Context: an optimization exercise on an open-source flow, tuned for small area, a short achievable clock period and few clock cycles. The choices shown serve that exercise and are no tape-out recipe. Power and IR drop assume default switching activity.

v6:
## cpu_idle_power_mode_controller
module cpu_idle_power_mode_controller (
  input  wire logic        clk,
  input  wire logic        rst,
  input  wire logic        req_valid,
  output logic             req_ready,
  input  wire logic [1:0]  req_cmd,
  input  wire logic [2:0]  req_cpu,
  input  wire logic [31:0] req_base_index,
  input  wire logic [15:0] req_sleep_length,
  input  wire logic        req_cancel,
  input  wire logic [1:0]  req_mode_type,
  input  wire logic        req_system_refused,
  output logic             rsp_valid,
  input  wire logic        rsp_ready,
  output logic [31:0]      rsp_result_index,
  output logic [3:0]       rsp_entered_modes,
  output logic [3:0]       rsp_exited_modes,
  output logic [7:0]       rsp_wake_cpus,
  output logic             rsp_core_off,
  output logic             rsp_core_on,
  output logic             rsp_cluster_off,
  output logic             rsp_cluster_on,
  output logic [1:0]       rsp_cluster_number,
  output logic             rsp_system_enter,
  output logic             rsp_system_exit,
  output logic             rsp_exit_cancelled,
  input  wire logic        cfg_valid,
  output logic             cfg_ready,
  input  wire logic [2:0]  cfg_index,
  input  wire logic [63:0] cfg_data
);
  cipm_pkg::cfg_t regs;
  cipm_pkg::req_t req;
  logic out_valid;
  cipm_pkg::rsp_t out_rsp;
  logic res_wr;
  assign req.cmd            = req_cmd;
  assign req.cpu            = req_cpu;
  assign req.base_index     = req_base_index;
  assign req.sleep_length   = req_sleep_length;
  assign req.cancel         = req_cancel;
  assign req.mode_type      = req_mode_type;
  assign req.system_refused = req_system_refused;
  assign res_wr = cfg_valid && (cfg_index == cipm_pkg::REG_RESIDENCY);
  cipm_cfg_regs u_cfg_regs (
    .clk       (clk),
    .rst       (rst),
    .cfg_valid (cfg_valid),
    .cfg_ready (cfg_ready),
    .cfg_index (cfg_index),
    .cfg_data  (cfg_data),
    .regs      (regs)
  );
  cipm_engine u_engine (
    .clk       (clk),
    .rst       (rst),
    .req_valid (req_valid),
    .req_ready (req_ready),
    .req       (req),
    .regs      (regs),
    .res_wr    (res_wr),
    .out_ready (rsp_ready),
    .out_valid (out_valid),
    .out_rsp   (out_rsp)
  );
  assign rsp_valid          = out_valid;
  assign rsp_result_index   = out_rsp.result_index;
  ...
make LEC_CHECK=0 CAP_MARGIN=20 CORE_MARGIN=2 CORE_UTILIZATION=55 CTS_BUF_LIST='sky130_fd_sc_hd__clkbuf_4 sky130_fd_sc_hd__clkbuf_8' SETUP_SLACK_MARGIN=3.3 SLEW_MARGIN=20 finish   # period 5.5 ns
run.sh (not shown) runs the stock make flow with config.mk's settings and CLKGATE_MAP_FILE= SYNTH_SCRIPT=/design/flow/synth_recipe.tcl, a recipe that flattens the netlist after the stock synthesis.
Here is what was changed in the inputs of v7 compared with v6.
# v6
export LEC_CHECK = 0
export CAP_MARGIN = 20
export CORE_MARGIN = 2
export CORE_UTILIZATION = 55
export CTS_BUF_LIST = sky130_fd_sc_hd__clkbuf_4 sky130_fd_sc_hd__clkbuf_8
export SETUP_SLACK_MARGIN = 3.3
export SLEW_MARGIN = 20
create_clock -name core_clock -period 5.5 [get_ports {clk}]
# v7
export LEC_CHECK = 0
export CAP_MARGIN = 20
export CORE_MARGIN = 2
export CORE_UTILIZATION = 55
export CTS_CLUSTER_DIAMETER = 80
export CTS_CLUSTER_SIZE = 25
export SETUP_SLACK_MARGIN = 2.8
export SLEW_MARGIN = 20
create_clock -name core_clock -period 5.5 [get_ports {clk}]
==> flow/flow/run.sh (new file) <==
#!/bin/bash
# Layout flow: the standard flow, with the port buffers of buffer_ports made from
# sky130_fd_sc_hd__buf_1 instead of the cell buffer_ports picks by itself. The synthesis is the
# standard one, unchanged. Each step's full output goes to a log of its own in this folder.
set -euo pipefail
bash standard.sh synth > synth.log 2>&1
export BUFFER_PORTS_ARGS="-buffer_cell sky130_fd_sc_hd__buf_1"
bash standard.sh floorplan > floorplan.log 2>&1
bash standard.sh place > place.log 2>&1
bash standard.sh cts > cts.log 2>&1
bash standard.sh route > route.log 2>&1
bash standard.sh finish > finish.log 2>&1
==> flow/standard.sh (new file) <==
#!/bin/bash
# synth_recipe.tcl (not shown) runs the flow's synth.tcl, then flattens the netlist and writes it again
# the make line also repeats each setting of config.mk as NAME=value (left out here)
make -C /OpenROAD-flow-scripts/flow DESIGN_CONFIG=/design/flow/config.mk WORK_HOME=/design/flow/orfs CLKGATE_MAP_FILE= SYNTH_SCRIPT=/design/flow/synth_recipe.tcl "${@:-finish}"
removed: flow/run.sh
Cmp v6 and v7 / setup slack at placement / higher: v7. | total via count after detailed routing | lower: v7 |. Compared with v6, in v7 smallest setup slack after layout fell 0.050 ns; slew of the pin with the lowest slew margin fell 0.0089 ns; met1 usage in global routing fell 4.3 points; count of clock-buffer cells in the layout fell about 70%; combined buffer and inverter count along the critical path fell 1. v7 ended with less data arrival time of the critical path than v6. Diff v6 -> v7 | detailed-placement wirelength estimate | down by a few percent. Taking v6 as the reference, in v7 sequential cell area fraction in the yosys report held, power went down 9.4%. v7 ended up with req_sleep_length[10] as its start point of the critical path; v6 ended up with u_engine.rc_cmp$_SDFF_PP0_.
No run of this note included a check of the RTL's function; only the layout flow was run.

==> afterwards: timing with drivers on the ports <==
The flow's constraints put no driver on any port. The routed layouts listed below were extracted and timed again, unchanged, in two steps.
Step 1, drivers: a clkbuf_16 drives clk and a buf_2 each remaining input, both assumed.
Step 2 moves the port delays by t, midway between the first and last clock arrival at a register: inputs arrive t later, outputs are due t later. That takes back most of the time a late clock gives input paths.
a / b / c = ideal ports / drivers / drivers and shift; a / b = the first two.
| run | shift t [ns] | setup WS [ns] | hold WS [ns] |
|---|---|---|---|
| v6 | 0.722 | 2.763 / 2.763 / 2.105 | 0.420 / 0.420 / 0.420 |
| v7 | 0.627 | 2.713 / 2.721 / 2.095 | 0.425 / 0.425 / 0.425 |
After both steps setup and hold are still met in every run listed. For v6, which loses most, drivers alone change the setup slack by 0.000 ns; drivers and shift together by -0.658 ns.
